What follows belongs to an exercise in optimizing a design on an open flow for small area; a production flow would make more cautious choices. Function was not checked in any run shown here: the RTL went through the layout flow alone. Power figures rest on the tool's default switching activity, not on a simulated workload.

--- design/flow/config.mk ---
export PLATFORM = sky130hd
export DESIGN_NAME = operand_fetch
export DESIGN_NICKNAME = operand_fetch
export VERILOG_FILES = /design/flow/design.v
export SDC_FILE = /design/flow/constraint.sdc
export NUM_CORES = 4
export LEC_CHECK = 0
export CAP_MARGIN = 20
export CORE_MARGIN = 2
export CORE_UTILIZATION = 40
export SLEW_MARGIN = 20
export SYNTH_HIERARCHICAL = 1
--- design/flow/constraint.sdc ---
create_clock -name core_clock -period 5.0 [get_ports {clk}]
set_input_delay 1.0000 -clock core_clock [delete_from_list [all_inputs] [get_ports {clk}]]
set_output_delay 1.0000 -clock core_clock [all_outputs]
set_load 0.01 [all_outputs]
--- design/flow/design.v ---
package operand_fetch_pkg;
  localparam int DW   = 32;
  localparam int NREG = 32;
  localparam int AW   = $clog2(NREG);
  localparam logic [2:0] ALU_ADD = 3'b000;
  localparam logic [2:0] ALU_SUB = 3'b001;
  localparam logic [2:0] ALU_AND = 3'b010;
  localparam logic [2:0] ALU_OR  = 3'b011;
  localparam logic [2:0] ALU_SLT = 3'b100;
  typedef struct packed {
    logic [DW-1:0] a;
    logic [DW-1:0] b;
    logic [2:0]    ctrl;
    logic [AW-1:0] dest;
  } operand_t;
  function automatic logic [DW-1:0] sext16(input logic [15:0] imm);
    sext16 = {{(DW-16){imm[15]}}, imm};
  endfunction
endpackage
module operand_fetch_aoi222
(
  input  logic a0, b0, a1, b1, a2, b2,
  output logic y
);
  assign y = !((a0 && b0) || (a1 && b1) || (a2 && b2));
endmodule
module operand_fetch_aoi22
(
  input  logic a0, b0, a1, b1,
  output logic y
);
  assign y = !((a0 && b0) || (a1 && b1));
endmodule
module operand_fetch_nand11
(
  input  logic [10:0] g,
  output logic        y
);
  assign y = !(&g);
endmodule
module operand_fetch_reg_file
(
  input  logic          clk,
  input  logic          rst_n,
  input  logic [operand_fetch_pkg::AW-1:0] rd_a_addr,
  output logic [operand_fetch_pkg::DW-1:0] rd_a_data,
  input  logic [operand_fetch_pkg::AW-1:0] rd_b_addr,
  input  logic          rd_b_alt_sel,
  input  logic [operand_fetch_pkg::DW-1:0] rd_b_alt,
  output logic [operand_fetch_pkg::DW-1:0] rd_b_data,
  input  logic          wb_en,
  input  logic [operand_fetch_pkg::AW-1:0] wb_addr,
  input  logic [operand_fetch_pkg::DW-1:0] wb_data
);
  localparam int DW = operand_fetch_pkg::DW;
  localparam int NREG = operand_fetch_pkg::NREG;
  logic [DW-1:0] regs_q [1:NREG-1];
  logic [DW-1:0] wdata;
  logic [NREG-1:1] sel_a, sel_b;
  assign wdata = wb_data & {DW{rst_n}};
  for (genvar i = 1; i < NREG; i++) begin : g_reg
    logic wen;
    assign wen = !rst_n || (wb_en && (wb_addr == i));
    always_ff @(posedge clk) begin
      if (wen) regs_q[i] <= wdata;
    end
    assign sel_a[i] = (rd_a_addr == i);
    assign sel_b[i] = (rd_b_addr == i) && !rd_b_alt_sel;
  end
  for (genvar j = 0; j < DW; j++) begin : g_bit
    logic [10:0] ga, gb;
    for (genvar k = 0; k < 10; k++) begin : g_grp
      operand_fetch_aoi222 u_a (
        .a0(regs_q[3*k+1][j]), .b0(sel_a[3*k+1]),
        .a1(regs_q[3*k+2][j]), .b1(sel_a[3*k+2]),
        .a2(regs_q[3*k+3][j]), .b2(sel_a[3*k+3]),
        .y(ga[k])
      );
      operand_fetch_aoi222 u_b (
        .a0(regs_q[3*k+1][j]), .b0(sel_b[3*k+1]),
        .a1(regs_q[3*k+2][j]), .b1(sel_b[3*k+2]),
        .a2(regs_q[3*k+3][j]), .b2(sel_b[3*k+3]),
        .y(gb[k])
      );
    end
    assign ga[10] = !(regs_q[31][j] && sel_a[31]);
    operand_fetch_aoi22 u_b31 (
      .a0(regs_q[31][j]), .b0(sel_b[31]),
      .a1(rd_b_alt[j]),   .b1(rd_b_alt_sel),
      .y(gb[10])
    );
    operand_fetch_nand11 u_ra (.g(ga), .y(rd_a_data[j]));
    operand_fetch_nand11 u_rb (.g(gb), .y(rd_b_data[j]));
  end
endmodule
module operand_fetch
(
  input  logic          clk,
  input  logic          rst_n,
  input  logic          in_valid,
  output logic          in_ready,
  input  logic [operand_fetch_pkg::AW-1:0] rs,
  input  logic [operand_fetch_pkg::AW-1:0] rt,
  input  logic [operand_fetch_pkg::AW-1:0] dest,
  input  logic [15:0]   imm16,
  input  logic          alusrc,
  input  logic [2:0]    ctrl,
  input  logic          flush,
  input  logic          wb_en,
  input  logic [operand_fetch_pkg::AW-1:0] wb_addr,
  input  logic [operand_fetch_pkg::DW-1:0] wb_data,
  output logic          out_valid,
  input  logic          out_ready,
  output logic [operand_fetch_pkg::DW-1:0] out_a,
  output logic [operand_fetch_pkg::DW-1:0] out_b,
  output logic [2:0]    out_ctrl,
  output logic [operand_fetch_pkg::AW-1:0] out_dest
);
  logic [operand_fetch_pkg::DW-1:0] rd_a, rd_b;
  logic          load;
  operand_fetch_pkg::operand_t      out_q;
  logic          out_valid_q;
  operand_fetch_reg_file u_reg_file (
    .clk       (clk),
    .rst_n     (rst_n),
    .rd_a_addr (rs),
    .rd_a_data (rd_a),
    .rd_b_addr (rt),
    .rd_b_alt_sel (alusrc),
    .rd_b_alt  (operand_fetch_pkg::sext16(imm16)),
    .rd_b_data (rd_b),
    .wb_en     (wb_en),
    .wb_addr   (wb_addr),
    .wb_data   (wb_data)
  );
  assign in_ready = !out_valid_q || out_ready;
  assign load     = in_valid && in_ready;
  always_ff @(posedge clk) begin
    if (load) begin
      out_q.a    <= rd_a;
      out_q.b    <= rd_b;
      out_q.ctrl <= ctrl;
      out_q.dest <= dest;
    end
  end
  always_ff @(posedge clk) begin
    if (!rst_n || flush) out_valid_q <= 1'b0;
    else if (in_valid)   out_valid_q <= in_ready || out_valid_q;
    else                 out_valid_q <= out_valid_q && !out_ready;
  end
  assign out_valid = out_valid_q;
  assign out_a     = out_q.a;
  assign out_b     = out_q.b;
  assign out_ctrl  = out_q.ctrl;
  assign out_dest  = out_q.dest;
endmodule
--- design/flow/run.sh ---
#!/bin/bash
# synth_recipe.tcl (not shown) runs the flow's synth.tcl, then flattens the netlist and writes it again
# the make line also repeats each setting of config.mk as NAME=value (left out here)
make -C /OpenROAD-flow-scripts/flow DESIGN_CONFIG=/design/flow/config.mk WORK_HOME=/design/flow/orfs CLKGATE_MAP_FILE= SYNTH_SCRIPT=/design/flow/synth_recipe.tcl finish
==> results of run 1 <==
-- per-stage QoR --
step	power, mW	cell area [µm²]	hold WS, ps	setup slack (ps)	std cells
2_1_floorplan	11.72	41470	545.1	1442	2212
3_3_place_gp	12.63	46410	498.4	581.5	3850
3_5_place_dp	12.70	46410	508.3	686.2	3850
4_1_cts	20.38	49810	521.1	1400	4054
5_1_grt	20.86	49870	538.8	1222	4058
6_report	20.38	49880	515.5	1225	4062
-- power breakdown --
part           internal [mW]  leakage (nW)  switching, mW
clock                   4.32          1.65           3.47
combinational          0.406          4.06          0.976
sequential              10.7          10.3          0.464
-- layout by cell type, fill, tap and decap left out, drive strengths merged, types with 3 or more instances in the layout --
cell type and instances:
clkbuf 134, nand4 129, o21ai 31, buf 131, a222oi 640, or4b 4
or3b 3, a22oi 32, nand2 3, nand3 97, edfxtp 1064, clkinvlp 3
nor2 61, nand4bb 6, bufinv 5, nand4b 4, diode 6, or2 3
and2 34, nand2b 8, inv 7, or3 65, clkinv 56, clkdlybuf4s50 149
nand3b 3
-- Yosys cell counts, types with 3 or more instances --
| cell type | count | share of area (%) |
|---|---|---|
| a222oi_1 | 640 | 15 |
| a22oi_2 | 32 | 0.97 |
| and2_1 | 33 | 0.50 |
| buf_4 | 3 | 0.054 |
| clkbuf_1 | 16 | 0.14 |
| edfxtp_1 | 1064 | 77 |
| nand2_1 | 3 | 0.027 |
| nand2b_1 | 7 | 0.11 |
| nand3_1 | 97 | 1.2 |
| nand3b_1 | 3 | 0.054 |
| nand4_1 | 129 | 1.9 |
| nand4b_1 | 4 | 0.084 |
| nand4bb_1 | 6 | 0.16 |
| nor2_1 | 61 | 0.55 |
| o21ai_1 | 31 | 0.37 |
| or2_1 | 3 | 0.045 |
| or3_1 | 65 | 0.98 |
| or3b_1 | 3 | 0.063 |
| or4b_1 | 3 | 0.072 |
-- Yosys stat by module (local to each module, per instance) --
module / times used / flip-flops and latches
operand_fetch_reg_file: 1 / 992
operand_fetch: 1 / 73
operand_fetch_nand11: 64 / 0
operand_fetch_aoi22: 32 / 0
operand_fetch_aoi222: 640 / 0
-- worst reg2reg max path, cell delays in order (launching register included) --
cell,delay (ps)
edfxtp_1,380
a222oi_1,440
nand4_1,460
or3_1,510
-- worst max-delay path by stage --
stage           start        end  slack, ps  cells after the start
3_3_place_gp    rt[2]  out_q[21]        580                      7
4_1_cts         rt[0]  out_q[21]       1400                      7
5_1_grt         rt[0]  out_q[12]       1220                      7
2_1_floorplan  alusrc  out_q[10]       1440                      5
6_report        rt[3]  out_q[23]       1220                      7
3_5_place_dp    rt[0]  out_q[21]        690                      7
-- sequential cells by signal, indices dropped and copies added (netlist names) --
register           cells
u_reg_file.regs_q    992
out_q                 72
out_valid_q            1
-- metal layers --
layer  wire length (µm)  global-route usage (%)
met5                 27                       0
met4              10070                   16.39
met2              70100                   43.50
met1              54620                   36.97
met3              23110                   7.490
-- cell type report --
class / instances / area [µm²] / share of cell area (%)
diodes: 6 / 15.01 / 0.03010
clock buffers: 134 / 2851 / 5.717
clock inverters: 70 / 544.3 / 1.091
inverters: 1 / 3.754 / 0.007526
multi-input cells: 1126 / 10130 / 20.31
flip-flops and latches: 1065 / 31970 / 64.10
well taps: 1380 / 1727 / 3.462
repair buffers: 280 / 2638 / 5.288
-- cell families (layout without fill, tap and decap cells) --
group / after synthesis / after routing / share of synthesized area, %
buffers and inverters: 21 / 485 / 0.2202
other: 0 / 6 / 0
flip-flops: 1065 / 1065 / 77.09
AND/OR/NAND/NOR: 422 / 422 / 5.883
AO/OA/AOI/OAI: 704 / 704 / 16.81
==> summary.md, run 1 <==
For the pin with the worst max-slew slack, the measured transition is 1235 ps. The run gives 0 as the number of hold buffers added after cts. Grouping stages by cell kind, the critical path spends the most delay in simple AND/OR/NAND/NOR gates. The worst hold path terminates at out_valid_q. Row generation in the floorplan step produced 118 rows. Entering global routing, the biggest net connects 48 pins.

The number of gates resized after CTS was 0. In the synthesized netlist the async set-or-reset flop fraction comes to 0%. After clock tree synthesis, the setup repair step added 0 buffers. The register-to-register setup slack is 2960 ps. The worst min-delay path class is reg -> reg.

The TritonCTS buffer count was 108. In this run the clock root is driven by a clkbuf_16. The post-route antenna net violation count is 0, and the last weighted congestion value of the routability-driven placer is 0.8908. The tree built by TritonCTS fans out to 1065 sinks.

Endpoint type of the worst setup path: a register. The final period utilization was 75.50%. The worst register-to-register path begins at u_reg_file.regs_q[4][8].

The worst path needs 3775 ps of the cycle, external delays included. The flow ran to the end and the layout has no timing, DRC or antenna violations. The clock tree synthesis step divided the H-tree into 3 levels. Across the VDD grid, the largest voltage drop is 297.0 µV. The peak fanout along the critical path is 23.

Final setup violation count: 0. For the violation count after the first detailed-routing iteration, the log shows 8713. The tools report the number of violations of the max-capacitance limit as 0. The startpoint-to-endpoint class of the critical path was in -> reg.

STA puts the critical path data arrival time at 4180 ps. Summed over all nets, the half-perimeter wirelength after detailed placement is 94430 µm. The number of hold violations in the final report is 0, and the number of register bits inferred by synthesis is 1065.

The max-slew violation count is 0, and the number of buffers and inverters on the critical path is 2. For the overall die area, the log shows 106300 µm². For the via count of the first global-routing pass, the log shows 29547. In the synthesized netlist, the number of instances is 2212. Reg-to-reg endpoint: out_q[16].

The synthesized netlist occupies a cell area of 41470 µm². For this run, the number of Yosys warnings is 10. A synthesized cell averages 18.75 µm². The worst setup path is launched from a primary input.

The number of cells on the worst reg-to-reg path came out at 3. After clock tree synthesis, the clock-pin slew on the worst setup and hold paths is 60 ps. The netlist uses 28 different library cells. 152 I/O pins were placed. The vertical extent of the die works out to 326.0 µm. For the achievable clock frequency, the log shows 264.9 MHz.

In the final layout, the share of cells above drive strength 1 is 15.99%. The predominant post-synthesis flop cell is edfxtp_1. The number of synthesized flops with an enable pin is 1064. For the sequential area share after synthesis, the log shows 77.09%. The critical path's largest stage delay was 720 ps; the via density per instance was 7.531. The logs give 16.02 nW for the static leakage and 48.33% for the core utilization of the finished layout. After detailed routing, the number of remaining DRC violations is 0. The routed wire length came out at 157900 µm.

TritonCTS built the clock tree. For the total number of vias, the log shows 30590. The required time at the endpoint of the critical path came out at 5410 ps.

The initial antenna violation count was 10; the aggregate negative setup slack was 0 ps. Maximum buffer depth of the clock tree: 3. The synthesis-to-layout area growth works out to 20.27%. Among all stages on the critical path, the largest delay is contributed by clkdlybuf4s50_1. After detailed routing, the average wire length per cell comes to 38.88 µm. The filler cells instantiated in the layout total 8472. For the starting density of the core, the log shows 40.19%. Setup repair after global routing left no endpoint under its margin. The tools report the worst-case headroom to the max-slew limit as 17.50%. The first global-routing pass estimated 217500 µm of wire.

The floorplan step defined a core boundary enclosing 103200 µm². The worst hold path was traced through 2 stages. The tools report the final layout net count as 2660.

Number of port buffers: 151. Dividing total power by cell area gives a power density of 408.6 nW/µm². The tools report the clock latency on the worst-skew pair as 690 ps.

The first-pass iteration count of the detailed router was 17; the overflow left after global routing was 0. The signal on the critical path passes through clkdlybuf4s50_1 -> nand4bb_1 -> nor2_2 -> buf_4 -> a222oi_1 -> nand4_1 -> or3_1. The start point of the worst hold path is out_valid_q. The clock arrives with 17.15 ps of skew. In the global route stage, overall resource usage came out at 28.52%. X dimension of the die: 326.0 µm.
==> run 2: changes to the inputs <==
==> design/flow/design.v (replaced) <==
package operand_fetch_pkg;
  localparam int DW   = 32;
  localparam int NREG = 32;
  localparam int AW   = $clog2(NREG);
  localparam logic [2:0] ALU_ADD = 3'b000;
  localparam logic [2:0] ALU_SUB = 3'b001;
  localparam logic [2:0] ALU_AND = 3'b010;
  localparam logic [2:0] ALU_OR  = 3'b011;
  localparam logic [2:0] ALU_SLT = 3'b100;
  typedef struct packed {
    logic [DW-1:0] a;
    logic [DW-1:0] b;
    logic [2:0]    ctrl;
    logic [AW-1:0] dest;
  } operand_t;
  function automatic logic [DW-1:0] sext16(input logic [15:0] imm);
    sext16 = {{(DW-16){imm[15]}}, imm};
  endfunction
endpackage
module operand_fetch_reg_file
(
  input  logic          clk,
  input  logic          rst_n,
  input  logic [operand_fetch_pkg::AW-1:0] rd_a_addr,
  output logic [operand_fetch_pkg::DW-1:0] rd_a_data,
  input  logic [operand_fetch_pkg::AW-1:0] rd_b_addr,
  output logic [operand_fetch_pkg::DW-1:0] rd_b_data,
  input  logic          wb_en,
  input  logic [operand_fetch_pkg::AW-1:0] wb_addr,
  input  logic [operand_fetch_pkg::DW-1:0] wb_data
);
  logic [operand_fetch_pkg::DW-1:0] regs_q [0:operand_fetch_pkg::NREG-1];
  logic          wr_hit;
  assign wr_hit = wb_en && (wb_addr != '0);
  always_ff @(posedge clk) begin
    if (!rst_n) begin
      for (int i = 0; i < operand_fetch_pkg::NREG; i++) regs_q[i] <= '0;
    end else if (wr_hit) begin
      regs_q[wb_addr] <= wb_data;
    end
  end
  always_comb begin
    rd_a_data = (rd_a_addr == '0) ? '0 : regs_q[rd_a_addr];
    rd_b_data = (rd_b_addr == '0) ? '0 : regs_q[rd_b_addr];
  end
endmodule
module operand_fetch
(
  input  logic          clk,
  input  logic          rst_n,
  input  logic          in_valid,
  output logic          in_ready,
  input  logic [operand_fetch_pkg::AW-1:0] rs,
  input  logic [operand_fetch_pkg::AW-1:0] rt,
  input  logic [operand_fetch_pkg::AW-1:0] dest,
  input  logic [15:0]   imm16,
  input  logic          alusrc,
  input  logic [2:0]    ctrl,
  input  logic          flush,
  input  logic          wb_en,
  input  logic [operand_fetch_pkg::AW-1:0] wb_addr,
  input  logic [operand_fetch_pkg::DW-1:0] wb_data,
  output logic          out_valid,
  input  logic          out_ready,
  output logic [operand_fetch_pkg::DW-1:0] out_a,
  output logic [operand_fetch_pkg::DW-1:0] out_b,
  output logic [2:0]    out_ctrl,
  output logic [operand_fetch_pkg::AW-1:0] out_dest
);
  logic [operand_fetch_pkg::DW-1:0] rd_a, rd_b;
  logic          accept;
  operand_fetch_pkg::operand_t      out_q, out_d;
  logic          out_valid_q, out_valid_d;
  operand_fetch_reg_file u_reg_file (
    .clk       (clk),
    .rst_n     (rst_n),
    .rd_a_addr (rs),
    .rd_a_data (rd_a),
    .rd_b_addr (rt),
    .rd_b_data (rd_b),
    .wb_en     (wb_en),
    .wb_addr   (wb_addr),
    .wb_data   (wb_data)
  );
  assign in_ready = !out_valid_q || out_ready;
  assign accept   = in_valid && in_ready && !flush;
  always_comb begin
    out_d       = out_q;
    out_valid_d = out_valid_q;
    if (flush) begin
      out_valid_d = 1'b0;
    end else if (accept) begin
      out_d.a     = rd_a;
      out_d.b     = alusrc ? operand_fetch_pkg::sext16(imm16) : rd_b;
      out_d.ctrl  = ctrl;
      out_d.dest  = dest;
      out_valid_d = 1'b1;
    end else if (out_valid_q && out_ready) begin
      out_valid_d = 1'b0;
    end
  end
  always_ff @(posedge clk) begin
    if (!rst_n) begin
      out_q       <= '0;
      out_valid_q <= 1'b0;
    end else begin
      out_q       <= out_d;
      out_valid_q <= out_valid_d;
    end
  end
  assign out_valid = out_valid_q;
  assign out_a     = out_q.a;
  assign out_b     = out_q.b;
  assign out_ctrl  = out_q.ctrl;
  assign out_dest  = out_q.dest;
endmodule
--- a/design/flow/config.mk
+++ b/design/flow/config.mk
@@ -11,2 +11 @@
 export SLEW_MARGIN = 20
-export SYNTH_HIERARCHICAL = 1
==> run 2 against run 1 <==
  * Cell count rose by 41%
  * Clock power rose by 8.9%
  * Largest cell class unchanged
  * Highest routed layer unchanged
  * Still clean
  * Sequential power barely moved
  * Critical path type is now in -> out
==> summary.md, run 2 <==
During placement, the flow inserted port buffers numbering 151. The wire length of the first global-routing pass is 259600 µm. The run gives 23500 µm² as the total area of multi-input combinational cells.

The maximum number of pins on one net before global-route repair was 96. Worst min-delay path class: reg -> reg. The clock network burns 38.7% of the power. The via density per instance was 6.013. The run gives 114 as the TritonCTS buffer count. Setup repair after global routing left no endpoint under its margin. The launch point of the worst reg-to-reg path is out_valid_q. Walking the worst path, the cells encountered are clkdlybuf4s50_1 -> nand2b_1 -> clkdlybuf4s50_1. The share of async-settable or async-resettable flops after synthesis was 0%; the net switching power was 5.380 mW. The cell taking the most area after synthesis is edfxtp_1.

The register with the most flip-flops in the layout has 1024 of them. For this design the ratio of total power to cell area is 338.2 nW/µm². Of the total power, the share spent switching nets is 24.54%.

The logs give 21.94 nW for the static leakage and 0 for the number of setup buffers added after CTS. For the pin with the worst max-slew slack, the measured transition is 1169 ps. The required time at the endpoint of the critical path came out at 4000 ps. The post-route netlist has 25.10% of its cells at a drive strength greater than 1.

The clock arrives with 26.18 ps of skew. The routed design has 182500 µm of wire. For the total clock sinks, the log shows 1097. Compared with the post-synthesis result, the final layout area differs by 14.26%. For the worst setup path, the data arrival time is 2720 ps. TritonCTS built the clock tree. Power comes to 21.92 mW. The tools report the internal power as 16.54 mW. Summing all flip-flop and latch instances after layout gives 32210 µm². The global-route usage over all layers was 25.00%. More flip-flops sit in one register than any other, and that register is u_reg_file.regs_q.

The run gives 3827 as the final layout net count. Counting flops with a built-in enable in the synthesized netlist gives 1024. The endpoint type of the worst setup path was a primary output. Clock-pin slew was measured on the worst setup and hold paths at 60 ps. The most common cell in the synthesized netlist is edfxtp_1. Registers are responsible for 49.5% of the overall power. The share of total power dissipated in combinational logic is 11.8%. During I/O placement, the number of pins put on the boundary was 152. In this run the tightest slew margin relative to its limit is 22.09%. For this design, the slowest cell found on the critical path is clkdlybuf4s50_1. Counting stages on the worst path, the most repeated cell is clkdlybuf4s50_1. For this run, design rule violations remaining after detail routing come to 0. The max-slew violation count is 0, and the number of violations of the max-capacitance limit is 0. The total number of vias was 34500. In this run the worst setup path begins at out_ready. Setup violations remaining at the end of the flow were counted as 0. The number of hold buffers added after cts was 0.

The run gives 34685 as the via count of the first global-routing pass. The sequential area share after synthesis came out at 56.77%. Once the clock tree was built, the resizer swapped 0 gates to a different size.

Along the worst path, the maximum fanout reaches 9. The final period utilization was 74.48%; the starting density of the core was 40.17%. The die is 380.6 µm tall.

The synthesized design contains 1097 register bits. Adding up every negative setup slack in the final design gives 0 ps. Root cell of the clock tree: clkbuf_16.

The startpoint identified for the worst hold timing path is out_q[2]. The number of hold violations in the final report was 0. In the synthesized netlist the dominant register cell turns out to be edfxtp_1. By area the synthesized netlist is led by edfxtp_1, mux4_2, and2_1. The worst setup path is launched from a primary input. The commonest non-fill, non-tap cell in the layout was edfxtp_1. By count the netlist is led by edfxtp_1, and2_1, mux4_2. The detailed placement HPWL came out at 115100 µm. Startpoint-to-endpoint class of the critical path: in -> out. The detail route stage leaves a number of antenna-violating nets equal to 0. The worst path needs 3724 ps of the cycle, external delays included. In this run the deepest clock path goes through 3 buffers.

The initial antenna violation count came out at 8. The cell area that synthesis handed to floorplanning was 56740 µm². Critical path's largest stage delay: 790 ps.

Routed length per placed instance: 31.81 µm. The total core area is 141200 µm², and the violation count after the first detailed-routing iteration is 4062. The overall die area came out at 144900 µm². The later pin in the worst-skew pair is clocked with a latency of 730 ps. After synthesis, the netlist uses 49 different library cells.

The flow ran to the end and the layout has no timing, DRC or antenna violations. For this run the aggregate overflow at the end of global routing stands at 0. The H-tree was split into 3 levels. IR analysis of the VDD net gives a maximum drop of 286.7 µV. The top cell types in the final layout, fill and taps aside, are edfxtp_1, and2_1, mux4_2.

A synthesized cell averages 15.37 µm². In the final layout, the registers with the most flip-flops are u_reg_file.regs_q (1024), out_q (72), out_valid_q (1). After technology mapping, the gate count stands at 3692. The proportion of netlist area held by the largest area contributor is 54.20%, and the achievable clock frequency is 268.5 MHz. The number of filler cells placed in the layout is 12295. The first-pass iteration count of the detailed router is 6, and the x dimension of the die is 380.6 µm. After floorplanning, the core was divided into 138 placement rows. For this run, the number of Yosys warnings is 2. At the end of routability-driven placement, the weighted congestion stood at 0.8705.
==> run 2: changes by cell type after synthesis, moves of 50 or more <==
cell,previous run,this run
clkbuf_1,16,295
o22ai_1,0,50
and2_1,33,994
mux2i_1,0,155
dfxtp_1,1,73
a222oi_1,640,0
or3_1,65,13
buf_2,1,66
nand4_1,129,6
mux4_2,0,508
nand3_1,97,1
==> run 2: worst max-delay path: cells and delay by family <==
family	cells	cell delay, ps
buffers and inverters	2	1240
and+or+nand+nor	1	470
==> run 2: area by class of cell <==
cell class	instances	area share [%]
Sequential cell	1097	49.69
Multi-Input combinational cell	2224	36.25
Clock buffer	160	4.999
Timing Repair Buffer	309	4.727
Tap cell	1890	3.648
Clock inverter	52	0.6639
Inverter	3	0.01930
Antenna cell	3	0.01158
==> run 2: path summary, 6_finish.rpt <==
kind / endpoint / slack [ps] / depth (start not counted)
setup reg to reg: out_q[63] / 2290 / 6
hold / removal: out_q[2] / 450 / 2
hold reg to reg: out_q[2] / 450 / 2
setup / recovery: in_ready / 1280 / 3
==> run 2: logic make-up (layout without fill, tap and decap cells) <==
kind of cell / after synthesis / count (layout) / share of synthesized area [%]
AO/OA/AOI/OAI: 310 / 310 / 3.892
AND/OR/NAND/NOR: 1180 / 1180 / 12.60
buffers and inverters: 402 / 524 / 3.056
flip-flops: 1097 / 1097 / 56.77
multiplexers: 702 / 702 / 23.67
other: 1 / 35 / 0.006609
==> run 2: through the flow <==
step	area (µm²)	util [%]	cells	setup slack, ps	hold slack [ps]
after floorplan	56850	-	3723	512.4	480.5
after global placement	61220	43.34	5522	1038	444.5
after detailed placement	61190	43.32	5523	1033	448.9
after CTS	64860	45.92	5735	1298	456.9
after global routing	64820	45.90	5736	1244	475.3
final	64830	45.90	5738	1276	454.5
==> run 2: power groups by stage <==
stage	clock (mW)	sequential (mW)	combinational [mW]
6_report	8.48	10.9	2.58
5_1_grt	8.90	10.9	2.69
4_1_cts	8.58	10.8	2.57
3_5_place_dp	0	11.0	2.57
3_3_place_gp	0	11.0	2.56
2_1_floorplan	0	10.9	1.55
==> run 2: per-layer routing <==
metal  wire length (µm)  up-vias  global-route usage, %
met4               5462        4                  8.030
met3              18710      300                  6.542
met1              74340    18068                  34.56
li1                   -    14406                      -
met5                 32        -                      0
met2              83970     1722                  38.63

## what the ideal ports hide
Ports are ideal in the flow. The routed layouts listed here were re-timed in OpenROAD. Step 1 (the two cells are an assumption about what drives the block):
set clk [get_ports {clk}]
set_driving_cell -lib_cell sky130_fd_sc_hd__clkbuf_16 $clk
set_driving_cell -lib_cell sky130_fd_sc_hd__buf_2 [delete_from_list [all_inputs] $clk]
Step 2 adds t to the input delays and takes it off the output delays; t is the mean of the earliest and latest rising clock arrival at the registers after step 1. Input paths then give back, and output paths get back, about the clock's delay inside the block. a / b / c = ideal ports / drivers / drivers and shift; a / b = the first two.
run	t, ns	slack for setup (ns)	worst hold slack (ns)	slew at the worst register clock pin (ns)	pins driven straight from the clock port
run 1	0.748	1.225 / 1.174 / 0.426	0.515 / 0.515 / 0.515	0.07 / 0.07	1
run 2	0.800	1.276 / 1.253 / 0.914	0.455 / 0.455 / 0.455	0.07 / 0.07	1
After both steps setup and hold are still met in every run listed. For run 1, which loses most, drivers alone change the setup slack by -0.051 ns; drivers and shift together by -0.799 ns.
